What follows belongs to an exercise in optimizing a design on an open flow for small area, a short achievable clock period and few clock cycles per item; a production flow would make more cautious choices.
Function was checked by simulation only, so behaviour that the tests miss may differ from the original.

==> design.v <==
package fx_pkg;
    localparam int FX_WIDTH = 16;
    localparam int FX_QFRAC = 8;
    typedef enum logic {
        COMB_ADD = 1'b0,     
        COMB_SUB = 1'b1      
    } fx_comb_op_e;
endpackage
`timescale 1ns/1ps
module fx_mul (
    input  logic [15:0] a,
    input  logic [7:0]  bneg,     
    input  logic [7:0]  bone,     
    input  logic [7:0]  btwo,     
    output logic [23:0] x,
    output logic [23:0] y
);
    wire t0 = (((bone[0] & a[0]) | (btwo[0] & 1'b0)) ^ bneg[0]);
    wire t1 = (((bone[0] & a[1]) | (btwo[0] & a[0])) ^ bneg[0]);
    wire t2 = (((bone[0] & a[2]) | (btwo[0] & a[1])) ^ bneg[0]);
    wire t3 = (((bone[0] & a[3]) | (btwo[0] & a[2])) ^ bneg[0]);
    wire t4 = (((bone[0] & a[4]) | (btwo[0] & a[3])) ^ bneg[0]);
    wire t5 = (((bone[0] & a[5]) | (btwo[0] & a[4])) ^ bneg[0]);
    wire t6 = (((bone[0] & a[6]) | (btwo[0] & a[5])) ^ bneg[0]);
    wire t7 = (((bone[0] & a[7]) | (btwo[0] & a[6])) ^ bneg[0]);
    wire t8 = (((bone[0] & a[8]) | (btwo[0] & a[7])) ^ bneg[0]);
    wire t9 = (((bone[0] & a[9]) | (btwo[0] & a[8])) ^ bneg[0]);
    wire t10 = (((bone[0] & a[10]) | (btwo[0] & a[9])) ^ bneg[0]);
    wire t11 = (((bone[0] & a[11]) | (btwo[0] & a[10])) ^ bneg[0]);
    wire t12 = (((bone[0] & a[12]) | (btwo[0] & a[11])) ^ bneg[0]);
    wire t13 = (((bone[0] & a[13]) | (btwo[0] & a[12])) ^ bneg[0]);
    wire t14 = (((bone[0] & a[14]) | (btwo[0] & a[13])) ^ bneg[0]);
    wire t15 = (((bone[0] & a[15]) | (btwo[0] & a[14])) ^ bneg[0]);
    wire t16 = ~(((bone[0] & a[15]) | (btwo[0] & a[15])) ^ bneg[0]);
    wire t17 = (((bone[1] & a[0]) | (btwo[1] & 1'b0)) ^ bneg[1]);
    wire t18 = (((bone[1] & a[1]) | (btwo[1] & a[0])) ^ bneg[1]);
    wire t19 = (((bone[1] & a[2]) | (btwo[1] & a[1])) ^ bneg[1]);
    wire t20 = (((bone[1] & a[3]) | (btwo[1] & a[2])) ^ bneg[1]);
    wire t21 = (((bone[1] & a[4]) | (btwo[1] & a[3])) ^ bneg[1]);
    wire t22 = (((bone[1] & a[5]) | (btwo[1] & a[4])) ^ bneg[1]);
    wire t23 = (((bone[1] & a[6]) | (btwo[1] & a[5])) ^ bneg[1]);
    wire t24 = (((bone[1] & a[7]) | (btwo[1] & a[6])) ^ bneg[1]);
    wire t25 = (((bone[1] & a[8]) | (btwo[1] & a[7])) ^ bneg[1]);
    wire t26 = (((bone[1] & a[9]) | (btwo[1] & a[8])) ^ bneg[1]);
    wire t27 = (((bone[1] & a[10]) | (btwo[1] & a[9])) ^ bneg[1]);
    wire t28 = (((bone[1] & a[11]) | (btwo[1] & a[10])) ^ bneg[1]);
    wire t29 = (((bone[1] & a[12]) | (btwo[1] & a[11])) ^ bneg[1]);
    wire t30 = (((bone[1] & a[13]) | (btwo[1] & a[12])) ^ bneg[1]);
    wire t31 = (((bone[1] & a[14]) | (btwo[1] & a[13])) ^ bneg[1]);
    wire t32 = (((bone[1] & a[15]) | (btwo[1] & a[14])) ^ bneg[1]);
    wire t33 = ~(((bone[1] & a[15]) | (btwo[1] & a[15])) ^ bneg[1]);
    wire t34 = (((bone[2] & a[0]) | (btwo[2] & 1'b0)) ^ bneg[2]);
    wire t35 = (((bone[2] & a[1]) | (btwo[2] & a[0])) ^ bneg[2]);
    wire t36 = (((bone[2] & a[2]) | (btwo[2] & a[1])) ^ bneg[2]);
    wire t37 = (((bone[2] & a[3]) | (btwo[2] & a[2])) ^ bneg[2]);
    wire t38 = (((bone[2] & a[4]) | (btwo[2] & a[3])) ^ bneg[2]);
    wire t39 = (((bone[2] & a[5]) | (btwo[2] & a[4])) ^ bneg[2]);
    wire t40 = (((bone[2] & a[6]) | (btwo[2] & a[5])) ^ bneg[2]);
    wire t41 = (((bone[2] & a[7]) | (btwo[2] & a[6])) ^ bneg[2]);
    wire t42 = (((bone[2] & a[8]) | (btwo[2] & a[7])) ^ bneg[2]);
    wire t43 = (((bone[2] & a[9]) | (btwo[2] & a[8])) ^ bneg[2]);
    wire t44 = (((bone[2] & a[10]) | (btwo[2] & a[9])) ^ bneg[2]);
    wire t45 = (((bone[2] & a[11]) | (btwo[2] & a[10])) ^ bneg[2]);
    wire t46 = (((bone[2] & a[12]) | (btwo[2] & a[11])) ^ bneg[2]);
    wire t47 = (((bone[2] & a[13]) | (btwo[2] & a[12])) ^ bneg[2]);
    wire t48 = (((bone[2] & a[14]) | (btwo[2] & a[13])) ^ bneg[2]);
    wire t49 = (((bone[2] & a[15]) | (btwo[2] & a[14])) ^ bneg[2]);
    wire t50 = ~(((bone[2] & a[15]) | (btwo[2] & a[15])) ^ bneg[2]);
    wire t51 = (((bone[3] & a[0]) | (btwo[3] & 1'b0)) ^ bneg[3]);
    wire t52 = (((bone[3] & a[1]) | (btwo[3] & a[0])) ^ bneg[3]);
    wire t53 = (((bone[3] & a[2]) | (btwo[3] & a[1])) ^ bneg[3]);
    wire t54 = (((bone[3] & a[3]) | (btwo[3] & a[2])) ^ bneg[3]);
    wire t55 = (((bone[3] & a[4]) | (btwo[3] & a[3])) ^ bneg[3]);
    wire t56 = (((bone[3] & a[5]) | (btwo[3] & a[4])) ^ bneg[3]);
    wire t57 = (((bone[3] & a[6]) | (btwo[3] & a[5])) ^ bneg[3]);
    wire t58 = (((bone[3] & a[7]) | (btwo[3] & a[6])) ^ bneg[3]);
    wire t59 = (((bone[3] & a[8]) | (btwo[3] & a[7])) ^ bneg[3]);
    wire t60 = (((bone[3] & a[9]) | (btwo[3] & a[8])) ^ bneg[3]);
    wire t61 = (((bone[3] & a[10]) | (btwo[3] & a[9])) ^ bneg[3]);
    wire t62 = (((bone[3] & a[11]) | (btwo[3] & a[10])) ^ bneg[3]);
    wire t63 = (((bone[3] & a[12]) | (btwo[3] & a[11])) ^ bneg[3]);
    wire t64 = (((bone[3] & a[13]) | (btwo[3] & a[12])) ^ bneg[3]);
    wire t65 = (((bone[3] & a[14]) | (btwo[3] & a[13])) ^ bneg[3]);
    wire t66 = (((bone[3] & a[15]) | (btwo[3] & a[14])) ^ bneg[3]);
    wire t67 = ~(((bone[3] & a[15]) | (btwo[3] & a[15])) ^ bneg[3]);
    wire t68 = (((bone[4] & a[0]) | (btwo[4] & 1'b0)) ^ bneg[4]);
    wire t69 = (((bone[4] & a[1]) | (btwo[4] & a[0])) ^ bneg[4]);
    wire t70 = (((bone[4] & a[2]) | (btwo[4] & a[1])) ^ bneg[4]);
    wire t71 = (((bone[4] & a[3]) | (btwo[4] & a[2])) ^ bneg[4]);
    wire t72 = (((bone[4] & a[4]) | (btwo[4] & a[3])) ^ bneg[4]);
    wire t73 = (((bone[4] & a[5]) | (btwo[4] & a[4])) ^ bneg[4]);
    wire t74 = (((bone[4] & a[6]) | (btwo[4] & a[5])) ^ bneg[4]);
    wire t75 = (((bone[4] & a[7]) | (btwo[4] & a[6])) ^ bneg[4]);
    wire t76 = (((bone[4] & a[8]) | (btwo[4] & a[7])) ^ bneg[4]);
    wire t77 = (((bone[4] & a[9]) | (btwo[4] & a[8])) ^ bneg[4]);
    wire t78 = (((bone[4] & a[10]) | (btwo[4] & a[9])) ^ bneg[4]);
    wire t79 = (((bone[4] & a[11]) | (btwo[4] & a[10])) ^ bneg[4]);
    wire t80 = (((bone[4] & a[12]) | (btwo[4] & a[11])) ^ bneg[4]);
    wire t81 = (((bone[4] & a[13]) | (btwo[4] & a[12])) ^ bneg[4]);
    wire t82 = (((bone[4] & a[14]) | (btwo[4] & a[13])) ^ bneg[4]);
    wire t83 = (((bone[4] & a[15]) | (btwo[4] & a[14])) ^ bneg[4]);
    wire t84 = (((bone[5] & a[0]) | (btwo[5] & 1'b0)) ^ bneg[5]);
    wire t85 = (((bone[5] & a[1]) | (btwo[5] & a[0])) ^ bneg[5]);
    wire t86 = (((bone[5] & a[2]) | (btwo[5] & a[1])) ^ bneg[5]);
    wire t87 = (((bone[5] & a[3]) | (btwo[5] & a[2])) ^ bneg[5]);
    wire t88 = (((bone[5] & a[4]) | (btwo[5] & a[3])) ^ bneg[5]);
    wire t89 = (((bone[5] & a[5]) | (btwo[5] & a[4])) ^ bneg[5]);
    wire t90 = (((bone[5] & a[6]) | (btwo[5] & a[5])) ^ bneg[5]);
    wire t91 = (((bone[5] & a[7]) | (btwo[5] & a[6])) ^ bneg[5]);
    wire t92 = (((bone[5] & a[8]) | (btwo[5] & a[7])) ^ bneg[5]);
    wire t93 = (((bone[5] & a[9]) | (btwo[5] & a[8])) ^ bneg[5]);
    wire t94 = (((bone[5] & a[10]) | (btwo[5] & a[9])) ^ bneg[5]);
    wire t95 = (((bone[5] & a[11]) | (btwo[5] & a[10])) ^ bneg[5]);
    wire t96 = (((bone[5] & a[12]) | (btwo[5] & a[11])) ^ bneg[5]);
    wire t97 = (((bone[5] & a[13]) | (btwo[5] & a[12])) ^ bneg[5]);
    wire t98 = (((bone[6] & a[0]) | (btwo[6] & 1'b0)) ^ bneg[6]);
    wire t99 = (((bone[6] & a[1]) | (btwo[6] & a[0])) ^ bneg[6]);
    wire t100 = (((bone[6] & a[2]) | (btwo[6] & a[1])) ^ bneg[6]);
    wire t101 = (((bone[6] & a[3]) | (btwo[6] & a[2])) ^ bneg[6]);
    wire t102 = (((bone[6] & a[4]) | (btwo[6] & a[3])) ^ bneg[6]);
    wire t103 = (((bone[6] & a[5]) | (btwo[6] & a[4])) ^ bneg[6]);
    wire t104 = (((bone[6] & a[6]) | (btwo[6] & a[5])) ^ bneg[6]);
    wire t105 = (((bone[6] & a[7]) | (btwo[6] & a[6])) ^ bneg[6]);
    wire t106 = (((bone[6] & a[8]) | (btwo[6] & a[7])) ^ bneg[6]);
    wire t107 = (((bone[6] & a[9]) | (btwo[6] & a[8])) ^ bneg[6]);
    wire t108 = (((bone[6] & a[10]) | (btwo[6] & a[9])) ^ bneg[6]);
    wire t109 = (((bone[6] & a[11]) | (btwo[6] & a[10])) ^ bneg[6]);
    wire t110 = (((bone[7] & a[0]) | (btwo[7] & 1'b0)) ^ bneg[7]);
    wire t111 = (((bone[7] & a[1]) | (btwo[7] & a[0])) ^ bneg[7]);
    wire t112 = (((bone[7] & a[2]) | (btwo[7] & a[1])) ^ bneg[7]);
    wire t113 = (((bone[7] & a[3]) | (btwo[7] & a[2])) ^ bneg[7]);
    wire t114 = (((bone[7] & a[4]) | (btwo[7] & a[3])) ^ bneg[7]);
    wire t115 = (((bone[7] & a[5]) | (btwo[7] & a[4])) ^ bneg[7]);
    wire t116 = (((bone[7] & a[6]) | (btwo[7] & a[5])) ^ bneg[7]);
    wire t117 = (((bone[7] & a[7]) | (btwo[7] & a[6])) ^ bneg[7]);
    wire t118 = (((bone[7] & a[8]) | (btwo[7] & a[7])) ^ bneg[7]);
    wire t119 = (((bone[7] & a[9]) | (btwo[7] & a[8])) ^ bneg[7]);
    wire t120 = bneg[5] ^ t10;
    wire t121 = bneg[5] & t10;
    wire t122 = t11 ^ t26;
    wire t123 = t11 & t26;
    wire t124 = bneg[6] ^ t12 ^ t27;
    wire t125 = (bneg[6] & t12) | (bneg[6] & t27) | (t12 & t27);
    wire t126 = t42 ^ t57;
    wire t127 = t42 & t57;
    wire t128 = t13 ^ t28 ^ t43;
    wire t129 = (t13 & t28) | (t13 & t43) | (t28 & t43);
    wire t130 = t58 ^ t73;
    wire t131 = t58 & t73;
    wire t132 = bneg[7] ^ t14 ^ t29;
    wire t133 = (bneg[7] & t14) | (bneg[7] & t29) | (t14 & t29);
    wire t134 = t44 ^ t59 ^ t74;
    wire t135 = (t44 & t59) | (t44 & t74) | (t59 & t74);
    wire t136 = t88 ^ t100;
    wire t137 = t88 & t100;
    wire t138 = t15 ^ t30 ^ t45;
    wire t139 = (t15 & t30) | (t15 & t45) | (t30 & t45);
    wire t140 = t60 ^ t75 ^ t89;
    wire t141 = (t60 & t75) | (t60 & t89) | (t75 & t89);
    wire t142 = t101 ^ t111;
    wire t143 = t101 & t111;
    wire t144 = 1'b1 ^ t16 ^ t31;
    wire t145 = (1'b1 & t16) | (1'b1 & t31) | (t16 & t31);
    wire t146 = t46 ^ t61 ^ t76;
    wire t147 = (t46 & t61) | (t46 & t76) | (t61 & t76);
    wire t148 = t90 ^ t102 ^ t112;
    wire t149 = (t90 & t102) | (t90 & t112) | (t102 & t112);
    wire t150 = 1'b1 ^ t32 ^ t47;
    wire t151 = (1'b1 & t32) | (1'b1 & t47) | (t32 & t47);
    wire t152 = t62 ^ t77 ^ t91;
    wire t153 = (t62 & t77) | (t62 & t91) | (t77 & t91);
    wire t154 = t103 ^ t113;
    wire t155 = t103 & t113;
    wire t156 = t33 ^ t48 ^ t63;
    wire t157 = (t33 & t48) | (t33 & t63) | (t48 & t63);
    wire t158 = t78 ^ t92 ^ t104;
    wire t159 = (t78 & t92) | (t78 & t104) | (t92 & t104);
    wire t160 = 1'b1 ^ t49 ^ t64;
    wire t161 = (1'b1 & t49) | (1'b1 & t64) | (t49 & t64);
    wire t162 = t79 ^ t93;
    wire t163 = t79 & t93;
    wire t164 = t50 ^ t65 ^ t80;
    wire t165 = (t50 & t65) | (t50 & t80) | (t65 & t80);
    wire t166 = 1'b1 ^ t66;
    wire t167 = 1'b1 & t66;
    wire t168 = bneg[3] ^ t6;
    wire t169 = bneg[3] & t6;
    wire t170 = 1'b1 ^ t7 ^ t22;
    wire t171 = (1'b1 & t7) | (1'b1 & t22) | (t7 & t22);
    wire t172 = bneg[4] ^ t8 ^ t23;
    wire t173 = (bneg[4] & t8) | (bneg[4] & t23) | (t8 & t23);
    wire t174 = t38 ^ t53;
    wire t175 = t38 & t53;
    wire t176 = t9 ^ t24 ^ t39;
    wire t177 = (t9 & t24) | (t9 & t39) | (t24 & t39);
    wire t178 = t54 ^ t69;
    wire t179 = t54 & t69;
    wire t180 = t25 ^ t40 ^ t55;
    wire t181 = (t25 & t40) | (t25 & t55) | (t40 & t55);
    wire t182 = t70 ^ t84 ^ t120;
    wire t183 = (t70 & t84) | (t70 & t120) | (t84 & t120);
    wire t184 = t41 ^ t56 ^ t71;
    wire t185 = (t41 & t56) | (t41 & t71) | (t56 & t71);
    wire t186 = t85 ^ t121 ^ t122;
    wire t187 = (t85 & t121) | (t85 & t122) | (t121 & t122);
    wire t188 = t72 ^ t86 ^ t98;
    wire t189 = (t72 & t86) | (t72 & t98) | (t86 & t98);
    wire t190 = t123 ^ t126 ^ t124;
    wire t191 = (t123 & t126) | (t123 & t124) | (t126 & t124);
    wire t192 = t87 ^ t99 ^ t127;
    wire t193 = (t87 & t99) | (t87 & t127) | (t99 & t127);
    wire t194 = t130 ^ t125 ^ t128;
    wire t195 = (t130 & t125) | (t130 & t128) | (t125 & t128);
    wire t196 = t110 ^ t131 ^ t136;
    wire t197 = (t110 & t131) | (t110 & t136) | (t131 & t136);
    wire t198 = t129 ^ t132 ^ t134;
    wire t199 = (t129 & t132) | (t129 & t134) | (t132 & t134);
    wire t200 = t137 ^ t142 ^ t133;
    wire t201 = (t137 & t142) | (t137 & t133) | (t142 & t133);
    wire t202 = t135 ^ t138 ^ t140;
    wire t203 = (t135 & t138) | (t135 & t140) | (t138 & t140);
    wire t204 = t143 ^ t139 ^ t141;
    wire t205 = (t143 & t139) | (t143 & t141) | (t139 & t141);
    wire t206 = t144 ^ t146 ^ t148;
    wire t207 = (t144 & t146) | (t144 & t148) | (t146 & t148);
    wire t208 = t154 ^ t145 ^ t147;
    wire t209 = (t154 & t145) | (t154 & t147) | (t145 & t147);
    wire t210 = t149 ^ t150 ^ t152;
    wire t211 = (t149 & t150) | (t149 & t152) | (t150 & t152);
    wire t212 = t114 ^ t155 ^ t151;
    wire t213 = (t114 & t155) | (t114 & t151) | (t155 & t151);
    wire t214 = t153 ^ t156 ^ t158;
    wire t215 = (t153 & t156) | (t153 & t158) | (t156 & t158);
    wire t216 = t105 ^ t115 ^ t162;
    wire t217 = (t105 & t115) | (t105 & t162) | (t115 & t162);
    wire t218 = t157 ^ t159 ^ t160;
    wire t219 = (t157 & t159) | (t157 & t160) | (t159 & t160);
    wire t220 = t94 ^ t106 ^ t116;
    wire t221 = (t94 & t106) | (t94 & t116) | (t106 & t116);
    wire t222 = t163 ^ t161 ^ t164;
    wire t223 = (t163 & t161) | (t163 & t164) | (t161 & t164);
    wire t224 = t81 ^ t95 ^ t107;
    wire t225 = (t81 & t95) | (t81 & t107) | (t95 & t107);
    wire t226 = t117 ^ t166 ^ t165;
    wire t227 = (t117 & t166) | (t117 & t165) | (t166 & t165);
    wire t228 = t67 ^ t82 ^ t96;
    wire t229 = (t67 & t82) | (t67 & t96) | (t82 & t96);
    wire t230 = t108 ^ t118 ^ t167;
    wire t231 = (t108 & t118) | (t108 & t167) | (t118 & t167);
    wire t232 = 1'b1 ^ t83 ^ t97;
    wire t233 = (1'b1 & t83) | (1'b1 & t97) | (t83 & t97);
    wire t234 = t109 ^ t119;
    wire t235 = t109 & t119;
    wire t236 = bneg[2] ^ t4;
    wire t237 = bneg[2] & t4;
    wire t238 = t5 ^ t20;
    wire t239 = t5 & t20;
    wire t240 = t21 ^ t36 ^ t51;
    wire t241 = (t21 & t36) | (t21 & t51) | (t36 & t51);
    wire t242 = t37 ^ t52 ^ t169;
    wire t243 = (t37 & t52) | (t37 & t169) | (t52 & t169);
    wire t244 = t68 ^ t174 ^ t171;
    wire t245 = (t68 & t174) | (t68 & t171) | (t174 & t171);
    wire t246 = t175 ^ t178 ^ t173;
    wire t247 = (t175 & t178) | (t175 & t173) | (t178 & t173);
    wire t248 = t179 ^ t177 ^ t180;
    wire t249 = (t179 & t177) | (t179 & t180) | (t177 & t180);
    wire t250 = t181 ^ t184 ^ t183;
    wire t251 = (t181 & t184) | (t181 & t183) | (t184 & t183);
    wire t252 = t185 ^ t188 ^ t187;
    wire t253 = (t185 & t188) | (t185 & t187) | (t188 & t187);
    wire t254 = t189 ^ t192 ^ t191;
    wire t255 = (t189 & t192) | (t189 & t191) | (t192 & t191);
    wire t256 = t193 ^ t196 ^ t195;
    wire t257 = (t193 & t196) | (t193 & t195) | (t196 & t195);
    wire t258 = t197 ^ t199 ^ t200;
    wire t259 = (t197 & t199) | (t197 & t200) | (t199 & t200);
    wire t260 = t201 ^ t203 ^ t204;
    wire t261 = (t201 & t203) | (t201 & t204) | (t203 & t204);
    wire t262 = t205 ^ t207 ^ t208;
    wire t263 = (t205 & t207) | (t205 & t208) | (t207 & t208);
    wire t264 = t209 ^ t211 ^ t212;
    wire t265 = (t209 & t211) | (t209 & t212) | (t211 & t212);
    wire t266 = t213 ^ t216 ^ t215;
    wire t267 = (t213 & t216) | (t213 & t215) | (t216 & t215);
    wire t268 = t220 ^ t217 ^ t219;
    wire t269 = (t220 & t217) | (t220 & t219) | (t217 & t219);
    wire t270 = t221 ^ t224 ^ t223;
    wire t271 = (t221 & t224) | (t221 & t223) | (t224 & t223);
    wire t272 = t225 ^ t228 ^ t230;
    wire t273 = (t225 & t228) | (t225 & t230) | (t228 & t230);
    wire t274 = t234 ^ t229 ^ t232;
    wire t275 = (t234 & t229) | (t234 & t232) | (t229 & t232);
    wire t276 = bneg[1] ^ t2;
    wire t277 = bneg[1] & t2;
    wire t278 = t3 ^ t18;
    wire t279 = t3 & t18;
    wire t280 = t19 ^ t34 ^ t236;
    wire t281 = (t19 & t34) | (t19 & t236) | (t34 & t236);
    wire t282 = t35 ^ t237 ^ t238;
    wire t283 = (t35 & t237) | (t35 & t238) | (t237 & t238);
    wire t284 = t239 ^ t168 ^ t240;
    wire t285 = (t239 & t168) | (t239 & t240) | (t168 & t240);
    wire t286 = t241 ^ t170 ^ t242;
    wire t287 = (t241 & t170) | (t241 & t242) | (t170 & t242);
    wire t288 = t172 ^ t243 ^ t244;
    wire t289 = (t172 & t243) | (t172 & t244) | (t243 & t244);
    wire t290 = t176 ^ t245 ^ t246;
    wire t291 = (t176 & t245) | (t176 & t246) | (t245 & t246);
    wire t292 = t247 ^ t182 ^ t248;
    wire t293 = (t247 & t182) | (t247 & t248) | (t182 & t248);
    wire t294 = t186 ^ t249 ^ t250;
    wire t295 = (t186 & t249) | (t186 & t250) | (t249 & t250);
    wire t296 = t190 ^ t251 ^ t252;
    wire t297 = (t190 & t251) | (t190 & t252) | (t251 & t252);
    wire t298 = t194 ^ t253 ^ t254;
    wire t299 = (t194 & t253) | (t194 & t254) | (t253 & t254);
    wire t300 = t198 ^ t255 ^ t256;
    wire t301 = (t198 & t255) | (t198 & t256) | (t255 & t256);
    wire t302 = t202 ^ t257 ^ t258;
    wire t303 = (t202 & t257) | (t202 & t258) | (t257 & t258);
    wire t304 = t206 ^ t259 ^ t260;
    wire t305 = (t206 & t259) | (t206 & t260) | (t259 & t260);
    wire t306 = t210 ^ t261 ^ t262;
    wire t307 = (t210 & t261) | (t210 & t262) | (t261 & t262);
    wire t308 = t214 ^ t263 ^ t264;
    wire t309 = (t214 & t263) | (t214 & t264) | (t263 & t264);
    wire t310 = t218 ^ t265 ^ t266;
    wire t311 = (t218 & t265) | (t218 & t266) | (t265 & t266);
    wire t312 = t222 ^ t267 ^ t268;
    wire t313 = (t222 & t267) | (t222 & t268) | (t267 & t268);
    wire t314 = t226 ^ t269 ^ t270;
    wire t315 = (t226 & t269) | (t226 & t270) | (t269 & t270);
    wire t316 = t227 ^ t272 ^ t271;
    wire t317 = (t227 & t272) | (t227 & t271) | (t272 & t271);
    wire t318 = t231 ^ t274 ^ t273;
    wire t319 = (t231 & t274) | (t231 & t273) | (t274 & t273);
    assign x = {t317, t315, t313, t311, t309, t307, t305, t303, t301, t299, t297, t295, t293, t291, t289, t287, t285, t283, t281, t279, t277, t276, t1, bneg[0]};
    assign y = {t318, t316, t314, t312, t310, t308, t306, t304, t302, t300, t298, t296, t294, t292, t290, t288, t286, t284, t282, t280, t278, t17, 1'b0, t0};
endmodule
module fx_booth_enc (
    input  logic [15:0] b,
    output logic [7:0]  bneg,
    output logic [7:0]  bone,
    output logic [7:0]  btwo
);
    logic [16:0] bx;
    assign bx = {b, 1'b0};
    always_comb begin
        for (int i = 0; i < 8; i++) begin
            bneg[i] = bx[2*i+2];
            bone[i] = bx[2*i+1] ^ bx[2*i];
            btwo[i] = (bx[2*i+2] & ~bx[2*i+1] & ~bx[2*i]) | (~bx[2*i+2] & bx[2*i+1] & bx[2*i]);
        end
    end
endmodule
`timescale 1ns/1ps
module fx_sum_sat (
    input  logic        mode,     
    input  logic [15:0] x0h,
    input  logic [15:0] y0h,
    input  logic        c0,
    input  logic [15:0] x1h,
    input  logic [15:0] y1h,
    input  logic        c1,
    output logic [15:0] result,
    output logic        sat
);
    logic [15:0] l0, l1, u, v, sum;
    logic        s0, s1;
    assign l0 = x0h + y0h + {15'd0, c0};
    assign l1 = x1h + y1h + {15'd0, c1};
    assign s0 = l0[15];
    assign s1 = l1[15] ^ mode;    
    wire k0 = x0h[0] ^ y0h[0];
    wire k1 = x0h[0] & y0h[0];
    wire k2 = c0 ^ mode ^ (x1h[0] ^ mode);
    wire k3 = (c0 & mode) | (c0 & (x1h[0] ^ mode)) | (mode & (x1h[0] ^ mode));
    wire k4 = x0h[1] ^ y0h[1] ^ (x1h[1] ^ mode);
    wire k5 = (x0h[1] & y0h[1]) | (x0h[1] & (x1h[1] ^ mode)) | (y0h[1] & (x1h[1] ^ mode));
    wire k6 = x0h[2] ^ y0h[2];
    wire k7 = x0h[2] & y0h[2];
    wire k8 = x0h[3] ^ y0h[3];
    wire k9 = x0h[3] & y0h[3];
    wire k10 = x0h[4] ^ y0h[4];
    wire k11 = x0h[4] & y0h[4];
    wire k12 = x0h[5] ^ y0h[5];
    wire k13 = x0h[5] & y0h[5];
    wire k14 = x0h[6] ^ y0h[6];
    wire k15 = x0h[6] & y0h[6];
    wire k16 = x0h[7] ^ y0h[7];
    wire k17 = x0h[7] & y0h[7];
    wire k18 = x0h[8] ^ y0h[8];
    wire k19 = x0h[8] & y0h[8];
    wire k20 = x0h[9] ^ y0h[9];
    wire k21 = x0h[9] & y0h[9];
    wire k22 = x0h[10] ^ y0h[10];
    wire k23 = x0h[10] & y0h[10];
    wire k24 = x0h[11] ^ y0h[11];
    wire k25 = x0h[11] & y0h[11];
    wire k26 = x0h[12] ^ y0h[12];
    wire k27 = x0h[12] & y0h[12];
    wire k28 = x0h[13] ^ y0h[13];
    wire k29 = x0h[13] & y0h[13];
    wire k30 = x0h[14] ^ y0h[14];
    wire k31 = x0h[14] & y0h[14];
    wire k32 = x0h[15] ^ y0h[15];
    wire k33 = x0h[15] & y0h[15];
    wire k34 = (y1h[0] ^ mode) ^ (c1 ^ mode);
    wire k35 = (y1h[0] ^ mode) & (c1 ^ mode);
    wire k36 = (y1h[1] ^ mode) ^ k1 ^ k3;
    wire k37 = ((y1h[1] ^ mode) & k1) | ((y1h[1] ^ mode) & k3) | (k1 & k3);
    wire k38 = (x1h[2] ^ mode) ^ (y1h[2] ^ mode) ^ k6;
    wire k39 = ((x1h[2] ^ mode) & (y1h[2] ^ mode)) | ((x1h[2] ^ mode) & k6) | ((y1h[2] ^ mode) & k6);
    wire k40 = (x1h[3] ^ mode) ^ (y1h[3] ^ mode) ^ k7;
    wire k41 = ((x1h[3] ^ mode) & (y1h[3] ^ mode)) | ((x1h[3] ^ mode) & k7) | ((y1h[3] ^ mode) & k7);
    wire k42 = (x1h[4] ^ mode) ^ (y1h[4] ^ mode) ^ k9;
    wire k43 = ((x1h[4] ^ mode) & (y1h[4] ^ mode)) | ((x1h[4] ^ mode) & k9) | ((y1h[4] ^ mode) & k9);
    wire k44 = (x1h[5] ^ mode) ^ (y1h[5] ^ mode) ^ k11;
    wire k45 = ((x1h[5] ^ mode) & (y1h[5] ^ mode)) | ((x1h[5] ^ mode) & k11) | ((y1h[5] ^ mode) & k11);
    wire k46 = (x1h[6] ^ mode) ^ (y1h[6] ^ mode) ^ k13;
    wire k47 = ((x1h[6] ^ mode) & (y1h[6] ^ mode)) | ((x1h[6] ^ mode) & k13) | ((y1h[6] ^ mode) & k13);
    wire k48 = (x1h[7] ^ mode) ^ (y1h[7] ^ mode) ^ k15;
    wire k49 = ((x1h[7] ^ mode) & (y1h[7] ^ mode)) | ((x1h[7] ^ mode) & k15) | ((y1h[7] ^ mode) & k15);
    wire k50 = (x1h[8] ^ mode) ^ (y1h[8] ^ mode) ^ k17;
    wire k51 = ((x1h[8] ^ mode) & (y1h[8] ^ mode)) | ((x1h[8] ^ mode) & k17) | ((y1h[8] ^ mode) & k17);
    wire k52 = (x1h[9] ^ mode) ^ (y1h[9] ^ mode) ^ k19;
    wire k53 = ((x1h[9] ^ mode) & (y1h[9] ^ mode)) | ((x1h[9] ^ mode) & k19) | ((y1h[9] ^ mode) & k19);
    wire k54 = (x1h[10] ^ mode) ^ (y1h[10] ^ mode) ^ k21;
    wire k55 = ((x1h[10] ^ mode) & (y1h[10] ^ mode)) | ((x1h[10] ^ mode) & k21) | ((y1h[10] ^ mode) & k21);
    wire k56 = (x1h[11] ^ mode) ^ (y1h[11] ^ mode) ^ k23;
    wire k57 = ((x1h[11] ^ mode) & (y1h[11] ^ mode)) | ((x1h[11] ^ mode) & k23) | ((y1h[11] ^ mode) & k23);
    wire k58 = (x1h[12] ^ mode) ^ (y1h[12] ^ mode) ^ k25;
    wire k59 = ((x1h[12] ^ mode) & (y1h[12] ^ mode)) | ((x1h[12] ^ mode) & k25) | ((y1h[12] ^ mode) & k25);
    wire k60 = (x1h[13] ^ mode) ^ (y1h[13] ^ mode) ^ k27;
    wire k61 = ((x1h[13] ^ mode) & (y1h[13] ^ mode)) | ((x1h[13] ^ mode) & k27) | ((y1h[13] ^ mode) & k27);
    wire k62 = (x1h[14] ^ mode) ^ (y1h[14] ^ mode) ^ k29;
    wire k63 = ((x1h[14] ^ mode) & (y1h[14] ^ mode)) | ((x1h[14] ^ mode) & k29) | ((y1h[14] ^ mode) & k29);
    wire k64 = (x1h[15] ^ mode) ^ (y1h[15] ^ mode) ^ k31;
    wire k65 = ((x1h[15] ^ mode) & (y1h[15] ^ mode)) | ((x1h[15] ^ mode) & k31) | ((y1h[15] ^ mode) & k31);
    wire k66 = k0 ^ k34;
    wire k67 = k0 & k34;
    wire k68 = k35 ^ k4 ^ k36;
    wire k69 = (k35 & k4) | (k35 & k36) | (k4 & k36);
    wire k70 = k5 ^ k38 ^ k37;
    wire k71 = (k5 & k38) | (k5 & k37) | (k38 & k37);
    wire k72 = k8 ^ k39 ^ k40;
    wire k73 = (k8 & k39) | (k8 & k40) | (k39 & k40);
    wire k74 = k10 ^ k41 ^ k42;
    wire k75 = (k10 & k41) | (k10 & k42) | (k41 & k42);
    wire k76 = k12 ^ k43 ^ k44;
    wire k77 = (k12 & k43) | (k12 & k44) | (k43 & k44);
    wire k78 = k14 ^ k45 ^ k46;
    wire k79 = (k14 & k45) | (k14 & k46) | (k45 & k46);
    wire k80 = k16 ^ k47 ^ k48;
    wire k81 = (k16 & k47) | (k16 & k48) | (k47 & k48);
    wire k82 = k18 ^ k49 ^ k50;
    wire k83 = (k18 & k49) | (k18 & k50) | (k49 & k50);
    wire k84 = k20 ^ k51 ^ k52;
    wire k85 = (k20 & k51) | (k20 & k52) | (k51 & k52);
    wire k86 = k22 ^ k53 ^ k54;
    wire k87 = (k22 & k53) | (k22 & k54) | (k53 & k54);
    wire k88 = k24 ^ k55 ^ k56;
    wire k89 = (k24 & k55) | (k24 & k56) | (k55 & k56);
    wire k90 = k26 ^ k57 ^ k58;
    wire k91 = (k26 & k57) | (k26 & k58) | (k57 & k58);
    wire k92 = k28 ^ k59 ^ k60;
    wire k93 = (k28 & k59) | (k28 & k60) | (k59 & k60);
    wire k94 = k30 ^ k61 ^ k62;
    wire k95 = (k30 & k61) | (k30 & k62) | (k61 & k62);
    wire k96 = k32 ^ k63 ^ k64;
    wire k97 = (k32 & k63) | (k32 & k64) | (k63 & k64);
    assign u = {k95, k93, k91, k89, k87, k85, k83, k81, k79, k77, k75, k73, k71, k69, k67, k66};
    assign v = {k96, k94, k92, k90, k88, k86, k84, k82, k80, k78, k76, k74, k72, k70, k68, k2};
    assign sum = u + v;
    assign sat    = (s0 == s1) && (sum[15] != s0);
    assign result = sat ? {s0, {15{~s0}}} : sum;
endmodule
`timescale 1ns/1ps
module fx_dot2_top (
    input  logic        clk,
    input  logic        rst_n,
    input  logic        mode,     
    input  logic        valid_in,
    output logic        ready_out,
    input  logic [15:0] a0,
    input  logic [15:0] b0,
    input  logic [15:0] a1,
    input  logic [15:0] b1,
    output logic        valid_out,
    input  logic        ready_in,
    output logic [15:0] result,
    output logic        sat
);
    logic adv3, adv2, adv1, valid_x, valid_y;
    assign adv3      = !valid_out || ready_in;
    assign adv2      = adv3 || !valid_y;
    assign adv1      = adv2 || !valid_x;
    assign ready_out = adv1;
    always_ff @(posedge clk or negedge rst_n) begin
        if (!rst_n) begin
            valid_x   <= 1'b0;
            valid_y   <= 1'b0;
            valid_out <= 1'b0;
        end else begin
            if (adv1)
                valid_x <= valid_in;
            if (adv2)
                valid_y <= valid_x;
            if (adv3)
                valid_out <= valid_y;
        end
    end
    logic [7:0]  bn0, bo0, bt0, bn1, bo1, bt1;
    fx_booth_enc lane0_enc_i (.b(b0), .bneg(bn0), .bone(bo0), .btwo(bt0));
    fx_booth_enc lane1_enc_i (.b(b1), .bneg(bn1), .bone(bo1), .btwo(bt1));
    logic [15:0] a0_q, a1_q;
    logic [7:0]  bn0_q, bo0_q, bt0_q, bn1_q, bo1_q, bt1_q;
    logic        mode_q;
    always_ff @(posedge clk) begin
        if (adv1) begin
            a0_q   <= a0;
            a1_q   <= a1;
            bn0_q  <= bn0;
            bo0_q  <= bo0;
            bt0_q  <= bt0;
            bn1_q  <= bn1;
            bo1_q  <= bo1;
            bt1_q  <= bt1;
            mode_q <= mode;
        end
    end
    logic [23:0] x0, y0, x1, y1;
    fx_mul lane0_mul_i (.a(a0_q), .bneg(bn0_q), .bone(bo0_q), .btwo(bt0_q), .x(x0), .y(y0));
    fx_mul lane1_mul_i (.a(a1_q), .bneg(bn1_q), .bone(bo1_q), .btwo(bt1_q), .x(x1), .y(y1));
    logic [8:0] lo0, lo1;
    assign lo0 = {1'b0, x0[7:0]} + {1'b0, y0[7:0]};
    assign lo1 = {1'b0, x1[7:0]} + {1'b0, y1[7:0]};
    logic [15:0] x0h_q, y0h_q, x1h_q, y1h_q;
    logic        c0_q, c1_q, mode_y;
    always_ff @(posedge clk) begin
        if (adv2) begin
            x0h_q  <= x0[23:8];
            y0h_q  <= y0[23:8];
            x1h_q  <= x1[23:8];
            y1h_q  <= y1[23:8];
            c0_q   <= lo0[8];
            c1_q   <= lo1[8];
            mode_y <= mode_q;
        end
    end
    logic [15:0] result_nxt;
    logic        sat_nxt;
    fx_sum_sat sum_i (.mode(mode_y), .x0h(x0h_q), .y0h(y0h_q), .c0(c0_q), .x1h(x1h_q), .y1h(y1h_q),
                      .c1(c1_q), .result(result_nxt), .sat(sat_nxt));
    always_ff @(posedge clk) begin
        if (adv3) begin
            result <= result_nxt;
            sat    <= sat_nxt;
        end
    end
endmodule
==> flow/run.sh <==
#!/bin/bash
# The standard layout with two changes:
#  - between synthesis and floorplan, fainv.py chooses the polarity of every full adder (and
#    of gates that have an inverting twin) so that fewer inverters sit between them; registers,
#    ports and the function are unchanged;
#  - every port still gets its buffer, but a buf_4 rather than the default pick.
# Each tool's output goes to its own log here.
set -euo pipefail
R="$PWD/orfs/results/$FLOW_PLATFORM/fx_dot2_top/base"
bash standard.sh "$R/1_2_yosys.v" > synth.log 2>&1
cp "$R/1_2_yosys.v" "$R/1_2_yosys.std.v"
python3 flow/fainv.py "$R/1_2_yosys.std.v" "$R/1_2_yosys.v" > fainv.log 2>&1
bash standard.sh finish "BUFFER_PORTS_ARGS=-buffer_cell sky130_fd_sc_hd__buf_4" > layout.log 2>&1
==> flow/fainv.py <==
#!/usr/bin/env python3
"""Remove inverters around full-adder cells in a Yosys gate netlist.

A full adder is self-dual: with all three inputs complemented it gives both outputs
complemented. Yosys's adder extraction picks each adder's polarity on its own and puts
inverters between adders; this script chooses the polarities again so that as few signals
as possible need an inverter, and rewrites the netlist. The function is unchanged.
usage: fainv.py IN.v OUT.v
"""
import os
import re
import sys

INV = "sky130_fd_sc_hd__inv_"
FA = "sky130_fd_sc_hd__fa_"
OUTPINS = {"X", "Y", "Q", "Q_N", "SUM", "COUT", "HI", "LO"}

LIBF = os.path.join(os.environ.get("FLOW_HOME", "/OpenROAD-flow-scripts/flow"), "platforms/sky130hd/lib/sky130_fd_sc_hd__tt_025C_1v80.lib")
PAIRS = """and2 nand2, or2 nor2, and3 nand3, or3 nor3, and4 nand4, or4 nor4, xor2 xnor2,
a21o a21oi, o21a o21ai, a22o a22oi, o22a o22ai, a211o a211oi, o211a o211ai, a31o a31oi,
o31a o31ai, a32o a32oi, a221o a221oi, o221a o221ai, a311o a311oi, o311a o311ai, a41o a41oi,
o41a o41ai, a2111o a2111oi, o2111a o2111ai, and2b nand2b, or2b nor2b, and3b nand3b,
or3b nor3b, and4b nand4b, or4b nor4b, and4bb nand4bb, or4bb nor4bb, mux2 mux2i, xor3 xnor3,
a21bo a21boi, o21ba o21bai, a2bb2o a2bb2oi, o2bb2a o2bb2ai"""
LIBTEXT = open(LIBF).read()
LIBCELLS = set(re.findall(r'cell \("?sky130_fd_sc_hd__(\w+?)"?\)', LIBTEXT))
OUTPIN = {}     # single-output cell -> its output pin
_starts = [m.start() for m in re.finditer(r'cell \("?sky130_fd_sc_hd__', LIBTEXT)] + [len(LIBTEXT)]
for _i, _j in zip(_starts, _starts[1:]):
    _body = LIBTEXT[_i:_j]
    _name = re.match(r'cell \("?(sky130_fd_sc_hd__\w+?)"?\)', _body).group(1)
    _outs = [m.group(1) for m in re.finditer(r'pin \("?(\w+)"?\)\s*\{\s*[^{}]*?direction\s*:\s*"?output', _body)]
    if len(_outs) == 1:
        OUTPIN[_name] = _outs[0]
TWIN = {}
for pair in PAIRS.replace("\n", " ").split(","):
    pos, neg = pair.split()
    for x, y in ((pos, neg), (neg, pos)):
        for c in LIBCELLS:
            m = re.fullmatch(re.escape(x) + r"_(\d+)", c)
            if not m:
                continue
            sizes = sorted(int(z.group(1)) for z in (re.fullmatch(re.escape(y) + r"_(\d+)", d) for d in LIBCELLS) if z)
            if not sizes:
                continue
            want = int(m.group(1))
            got = want if want in sizes else min(sizes, key=lambda k: (abs(k - want), k))
            TWIN["sky130_fd_sc_hd__" + c] = "sky130_fd_sc_hd__" + f"{y}_{got}"
TWIN = {k: v for k, v in TWIN.items() if k in OUTPIN and v in OUTPIN}

src = open(sys.argv[1]).read()
mod_start = src.index("module ")
body_end = src.rindex("endmodule")

cell_re = re.compile(r"^  (sky130_fd_sc_hd__\w+) (\S+) +\(\n(.*?)\n  \);\n", re.S | re.M)
pin_re = re.compile(r"^    \.(\w+)\((.*)\),?$")

cells = []
spans = []
for m in cell_re.finditer(src):
    pins = []
    for line in m.group(3).split("\n"):
        pm = pin_re.match(line)
        assert pm, line
        pins.append([pm.group(1), pm.group(2).strip()])
    cells.append({"type": m.group(1), "name": m.group(2), "pins": pins})
    spans.append((m.start(), m.end()))

# output ports
ports_out = set()
hdr = src[mod_start:src.index(");", mod_start)]
for m in re.finditer(r"^\s*output\s+(\[\d+:\d+\]\s+)?(\S+?);", src[mod_start:body_end], re.M):
    rng, nm = m.group(1), m.group(2)
    if rng:
        hi, lo = map(int, re.findall(r"\d+", rng))
        for i in range(min(hi, lo), max(hi, lo) + 1):
            ports_out.add(f"{nm}[{i}]")
    else:
        ports_out.add(nm)

# assigns would complicate the picture: refuse them
assert not re.search(r"^\s*assign ", src[mod_start:body_end], re.M), "netlist has assigns"

driver = {}
for ci, c in enumerate(cells):
    for p, n in c["pins"]:
        if p in OUTPINS:
            driver[n] = ci


def is_inv(ci):
    return cells[ci]["type"].startswith(INV)


def pin(c, p):
    for q, n in c["pins"]:
        if q == p:
            return n


# base signal and polarity of each net
memo = {}


def base(n):
    if n in memo:
        return memo[n]
    ci = driver.get(n)
    if ci is not None and is_inv(ci):
        b, pol = base(pin(cells[ci], "A"))
        r = (b, pol ^ 1)
    else:
        r = (n, 0)
    memo[n] = r
    return r


XORS = {}
for c in LIBCELLS:
    m = re.fullmatch(r"(xor|xnor)([23])_(\d+)", c)
    if m:
        other = ("xnor" if m.group(1) == "xor" else "xor") + m.group(2) + "_" + m.group(3)
        if other in LIBCELLS:
            XORS["sky130_fd_sc_hd__" + c] = "sky130_fd_sc_hd__" + other
isxor = set(ci for ci, c in enumerate(cells) if c["type"] in XORS)

fas = [ci for ci, c in enumerate(cells) if c["type"].startswith(FA)]
isfa = set(fas)
twins = [ci for ci, c in enumerate(cells) if c["type"] in TWIN]
flip = {ci: 0 for ci in fas + twins}

# consumers of each base: list of (cell index or port, required polarity relative to base before flips)
cons = {}
for ci, c in enumerate(cells):
    if is_inv(ci):
        continue
    if ci in isxor:
        continue        # takes either polarity (see below)
    for p, n in c["pins"]:
        if p in OUTPINS or n.startswith("1'") or n.startswith("0'"):
            continue
        b, pol = base(n)
        cons.setdefault(b, []).append((ci, pol))
for n in ports_out:
    b, pol = base(n)
    cons.setdefault(b, []).append((-1, pol))


def avail(b):
    ci = driver.get(b)
    return flip.get(ci, 0) if ci is not None else 0


def cost(b):
    a = avail(b)
    return int(any((pol ^ (flip[ci] if ci in isfa else 0)) != a for ci, pol in cons.get(b, [])))


def touched(ci):
    c = cells[ci]
    bs = set()
    for p, n in c["pins"]:
        if p in OUTPINS:
            bs.add(n)
        elif ci in isfa and not n.startswith("1'"):
            bs.add(base(n)[0])
    return bs


before = sum(cost(b) for b in cons)
changed = True
rounds = 0
while changed and rounds < 50:
    changed = False
    rounds += 1
    for ci in fas + twins:
        bs = touched(ci)
        c0 = sum(cost(b) for b in bs)
        flip[ci] ^= 1
        c1 = sum(cost(b) for b in bs)
        if c1 < c0:
            changed = True
        else:
            flip[ci] ^= 1
after = sum(cost(b) for b in cons)
ninv = sum(1 for ci in range(len(cells)) if is_inv(ci))

# names for (base, polarity): prefer existing nets, ports first
names = {}
for n in list(memo.keys()) + list(ports_out):
    b, pol = base(n)
    key = (b, pol)
    if n in ports_out:
        assert key not in names or names[key] not in ports_out or names[key] == n, f"two ports for {key}"
        names[key] = n
    else:
        names.setdefault(key, n)
newwires = []


def name(b, pol):
    key = (b, pol)
    if key not in names:
        nm = f"_fainv{len(newwires)}_"
        newwires.append(nm)
        names[key] = nm
    return names[key]


out_cells = []
for ci, c in enumerate(cells):
    if is_inv(ci):
        continue
    f = flip.get(ci, 0) if ci in isfa else 0
    typ = c["type"]
    tw = flip.get(ci, 0) and ci not in isfa
    if ci in isxor:
        # an xor takes each input in the polarity its driver gives, swapping to xnor per
        # input taken complemented; a flipped output (twin) swaps it once more
        tog = 1 if tw else 0
        for p, n in c["pins"]:
            if p in OUTPINS or n.startswith("1'") or n.startswith("0'"):
                continue
            b, pol = base(n)
            if avail(b) != pol:
                tog ^= 1
        if tog:
            typ = XORS[typ]
        pins = []
        for p, n in c["pins"]:
            if p in OUTPINS:
                q = OUTPIN[typ]
                pins.append((q, name(n, avail(n))))
            elif n.startswith("1'") or n.startswith("0'"):
                pins.append((p, n))
            else:
                b, pol = base(n)
                pins.append((p, name(b, avail(b))))
        out_cells.append((typ, c["name"], pins))
        continue
    if tw:
        typ = TWIN[typ]
    pins = []
    for p, n in c["pins"]:
        if p in OUTPINS:
            q = OUTPIN[typ] if tw else p
            pins.append((q, name(n, avail(n))))
        elif n.startswith("1'") or n.startswith("0'"):
            if f:
                n = {"1'h0": "1'h1", "1'h1": "1'h0", "1'b0": "1'b1", "1'b1": "1'b0"}[n]
            pins.append((p, n))
        else:
            b, pol = base(n)
            pins.append((p, name(b, pol ^ f)))
    out_cells.append((typ, c["name"], pins))

# one inverter per base signal whose consumers need the other polarity
k = 0
for b in cons:
    a = avail(b)
    need = set()
    for ci, pol in cons[b]:
        need.add(pol ^ (flip[ci] if ci in isfa else 0))
    if (1 - a) in need:
        out_cells.append(("sky130_fd_sc_hd__inv_1", f"_fainv_cell{k}_",
                          [("A", name(b, a)), ("Y", name(b, 1 - a))]))
        k += 1

# every (base, pol) name in use must be driven: a name driven nowhere means a port fed
# straight from another port or constant, which this script does not handle
def esc(n):
    return n + " " if n.startswith("\\") else n


text = []
for t, nm, pins in out_cells:
    text.append(f"  {t} {esc(nm)} (\n" + ",\n".join(f"    .{p}({esc(n)})" for p, n in pins) + "\n  );\n")

for (s0, e0), (s1, e1) in zip(spans, spans[1:]):
    assert src[e0:s1].strip() == "", "text between cells: " + src[e0:s1][:200]
first = spans[0][0]
last = spans[-1][1]
decl = "".join(f"  wire {w};\n" for w in newwires)
res = src[:first] + decl + "".join(text) + src[last:]
open(sys.argv[2], "w").write(res)
print(f"fainv: {len(fas)} full adders, {len(twins)} gates with a twin, {sum(flip.values())} flipped, inverters {ninv} -> {k}"
      f" (signals needing one: {before} -> {after})", file=sys.stderr)
==> standard.sh <==
#!/bin/bash
# synth_recipe.tcl (not shown) runs the flow's synth.tcl, then flattens the netlist and writes it again
# the make line also repeats each setting of config.mk as NAME=value (left out here)
make -C /OpenROAD-flow-scripts/flow DESIGN_CONFIG=/design/flow/config.mk WORK_HOME=/design/flow/orfs CLKGATE_MAP_FILE= SYNTH_SCRIPT=/design/flow/synth_recipe.tcl "${@:-finish}"
==> config.mk <==
export PLATFORM = sky130hd
export DESIGN_NAME = fx_dot2_top
export DESIGN_NICKNAME = fx_dot2_top
export VERILOG_FILES = /design/flow/design.v
export SDC_FILE = /design/flow/constraint.sdc
export NUM_CORES = 4
export LEC_CHECK = 0
export CAP_MARGIN = 20
export CORE_MARGIN = 2
export CORE_UTILIZATION = 40
export SLEW_MARGIN = 20
==> constraint.sdc <==
create_clock -name core_clock -period 7.0 [get_ports {clk}]
set_input_delay 1.4000 -clock core_clock [delete_from_list [all_inputs] [get_ports {clk}]]
set_output_delay 1.4000 -clock core_clock [all_outputs]
set_load 0.01 [all_outputs]
==> results by group <==
Floorplan
  • Core region area: 40800 µm²
  • Die Ht: 208 µm
  • Die X: 208 µm
  • Std-Cell Rows: 74
  • Die area: 43100 µm²
  • Io pins: 88
  • Starting density of the core: 40.6%

STA
  • Tmin final: 4.14 ns
  • Unrepaired setup endpoints after global routing: no
  • Max Slew Vio Count: 0
  • Setup violations, final: 0
  • Final hold violations: 0
  • Least-Margin Pin Slew: 1.14 ns
  • Final period utilization: 59.1%
  • Slew HR: 23.8%
  • Layout Skew: 0.0175 ns
  • TNS Setup: 0 ns
  • Fmax: 0.242 GHz

Cells and area
  • Area grow syn2layout: 8.66%
  • Net count, final: 1808
  • Layout cells sized above 1: 9.08%
  • Non-filler cells, final: 2019
  • Antenna cells: 0
  • Filler cell count: 3794
  • Design Area, Final: 18000 µm²

Clock tree
  • H-Tree Depth: 4
  • Clock root cell: clkbuf_16
  • Clock latency on the worst-skew pair: 0.46 ns
  • CTS tree: done
  • Setup Buffers After CTS: 0
  • Worst-case clock buffer depth: 2
  • Post-CTS resize count: 0
  • Clk sinks: 168
  • Hold-fix buffers, CTS: 0
  • Worst-path clk slew: 0.07 ns
  • CTS Buf Count: 17

Setup path
  • Worst Path Max Fanout: 26
  • Crit. End Element: register
  • CP Launch Type: register
  • FF-to-FF Start: mode_y
  • Crit path required time: 7.18 ns
  • Worst r2r path cells: 13
  • R2R setup slack: 2.86 ns
  • Worst r2r dst: result[12]
  • CP arrival: 4.32 ns
  • Crit Path Class: register to register

Min path
  • Hold Path End: mode_y
  • Hold Crit Depth: 0
  • Hold wc startpoint: mode_q
  • Hold Crit Class: register to register

Outcome
  • Status: timing/DRC/antenna clean

Routing
  • DR pass1 iterations: 6
  • Routed Antenna Nets: 0
  • Routed length per placed instance: 18.4 µm
  • Number of DRC markers in iteration 0: 1099
  • Total Wirelength: 37100 µm
  • Via/cell ratio: 5.57
  • Drt drc: 0
  • Via count: 11200

Global route
  • Largest net degree at the start of global routing: 70
  • First-pass GRT wire length: 61300 µm
  • Total grt overflow: 0
  • Initial antenna violation count: 0
  • GRT Util Overall: 17.7%
  • Vias in the first global route: 11300

Synthesis
  • Yosys warns: 2
  • Post-synthesis net count: 1825
  • Syn Std Cell Area: 16600 µm²
  • Syn avg cell area: 11.1 µm²
  • Mapped Cells: 1491

Placed design
  • Area after DPL: 17400 µm²
  • Cells after DPL: 1987
  • Post-detail-place hpwl: 27600 µm
  • Final GP Congestion: 0.853
  • I/O Buffers: 87

Job
  • Max cap viols: 0
registers in the layout, indices dropped and copies added, names as in the netlist:
register / cells
bt0_q: 8
valid_x: 1
result: 16
mode_q: 1
y0h_q: 16
valid_out: 1
a0_q: 16
bn0_q: 8
mode_y: 1
c1_q: 1
c0_q: 1
a1_q: 16
x0h_q: 16
bn1_q: 8
bo0_q: 8
x1h_q: 16
bt1_q: 8
y1h_q: 16
bo1_q: 8
sat: 1
valid_y: 1
worst max-delay path by stage:
stage | from | end | slack, ns | cells past startpoint
after floorplan | ready_in | ready_out | 1.79 | 1
after global placement | mode_y | result[12] | 2.99 | 13
after detailed placement | mode_y | result[12] | 2.86 | 13
after CTS | mode_y | result[12] | 2.85 | 13
after global routing | mode_y | result[12] | 2.47 | 13
final | mode_y | result[12] | 2.86 | 13
cell usage in the layout, fill, tap and decap left out, types with 2 or more instances in the layout:
| cell | instances |
|---|---|
| a21boi_0 | 2 |
| a21o_1 | 9 |
| a21oi_1 | 55 |
| a22oi_1 | 218 |
| a31o_2 | 2 |
| and3_1 | 4 |
| buf_4 | 93 |
| clkbuf_16 | 17 |
| clkinvlp_4 | 3 |
| dfrtp_1 | 3 |
| edfxtp_1 | 165 |
| fa_1 | 169 |
| ha_1 | 96 |
| inv_1 | 102 |
| inv_6 | 7 |
| inv_8 | 2 |
| maj3_1 | 6 |
| nand2_1 | 49 |
| nand2b_1 | 19 |
| nand3_1 | 4 |
| nand3b_1 | 15 |
| nand4_1 | 6 |
| nor2_1 | 20 |
| nor2b_1 | 2 |
| nor3_1 | 6 |
| o211ai_1 | 13 |
| o21ai_0 | 48 |
| o21ai_1 | 3 |
| o21bai_1 | 2 |
| o2bb2ai_1 | 6 |
| o31ai_1 | 12 |
| o41ai_1 | 2 |
| or2_2 | 2 |
| xnor2_1 | 165 |
| xor2_1 | 134 |
cell type report:
cell class	count	area, µm²	share of cell area (%)
inverters	102	383	2.12
flip-flops and latches	168	5030	27.9
well taps	532	666	3.69
multi-input cells	1092	10700	59.2
clock inverters	15	156	0.868
repair buffers	93	698	3.87
clock buffers	17	425	2.36
stage by stage:
step	utilization (%)	hold WS (ns)	worst slack, ns
2_1_floorplan	-	0.400	1.79
3_3_place_gp	42.7	0.460	2.99
3_5_place_dp	42.7	0.437	2.86
4_1_cts	44.1	0.454	2.85
5_1_grt	44.1	0.476	2.47
6_report	44.1	0.455	2.86
routing by layer:
layer	GRT usage [%]	wire length [µm]
met1	25.3	16900
met2	27.9	17700
met3	2.89	1960
met4	4.80	553
met5	0	0
worst max-delay path, stage by stage (launching register included):
cell and delay [ns]:
edfxtp_1 0.36, buf_4 0.23, xnor2_1 0.28, fa_1 0.47, fa_1 0.51, inv_1 0.06, fa_1 0.43, a21oi_1 0.20
o21ai_1 0.11, a211oi_1 0.45, nor2_1 0.13, a311oi_1 0.33, a21boi_0 0.21, o22ai_1 0.10
Testbench counts, summed over its fixed seeds: cycles 4,144, items 4,096.

==> afterwards: timing with drivers on the ports <==
How much do the figures lean on ideal ports? The routed layout below was timed once more, with nothing changed but the port constraints.
Step 1 assumes that a clkbuf_16 drives the clock port and a buf_2 every other input.
Step 2 also shifts input and output timing later by t, the mid clock arrival at the registers, as if the neighbouring blocks saw the same clock.
Three values: ideal, step 1, step 2; two values: the first two.
t, ns: 0.500
setup WS [ns]: 2.860 / 2.860 / 2.860
worst data-port slew with drivers (ns): 0.05
After both steps this run still meets setup and hold. For this run, drivers alone change the setup slack by 0.000 ns; drivers and shift together by 0.000 ns.
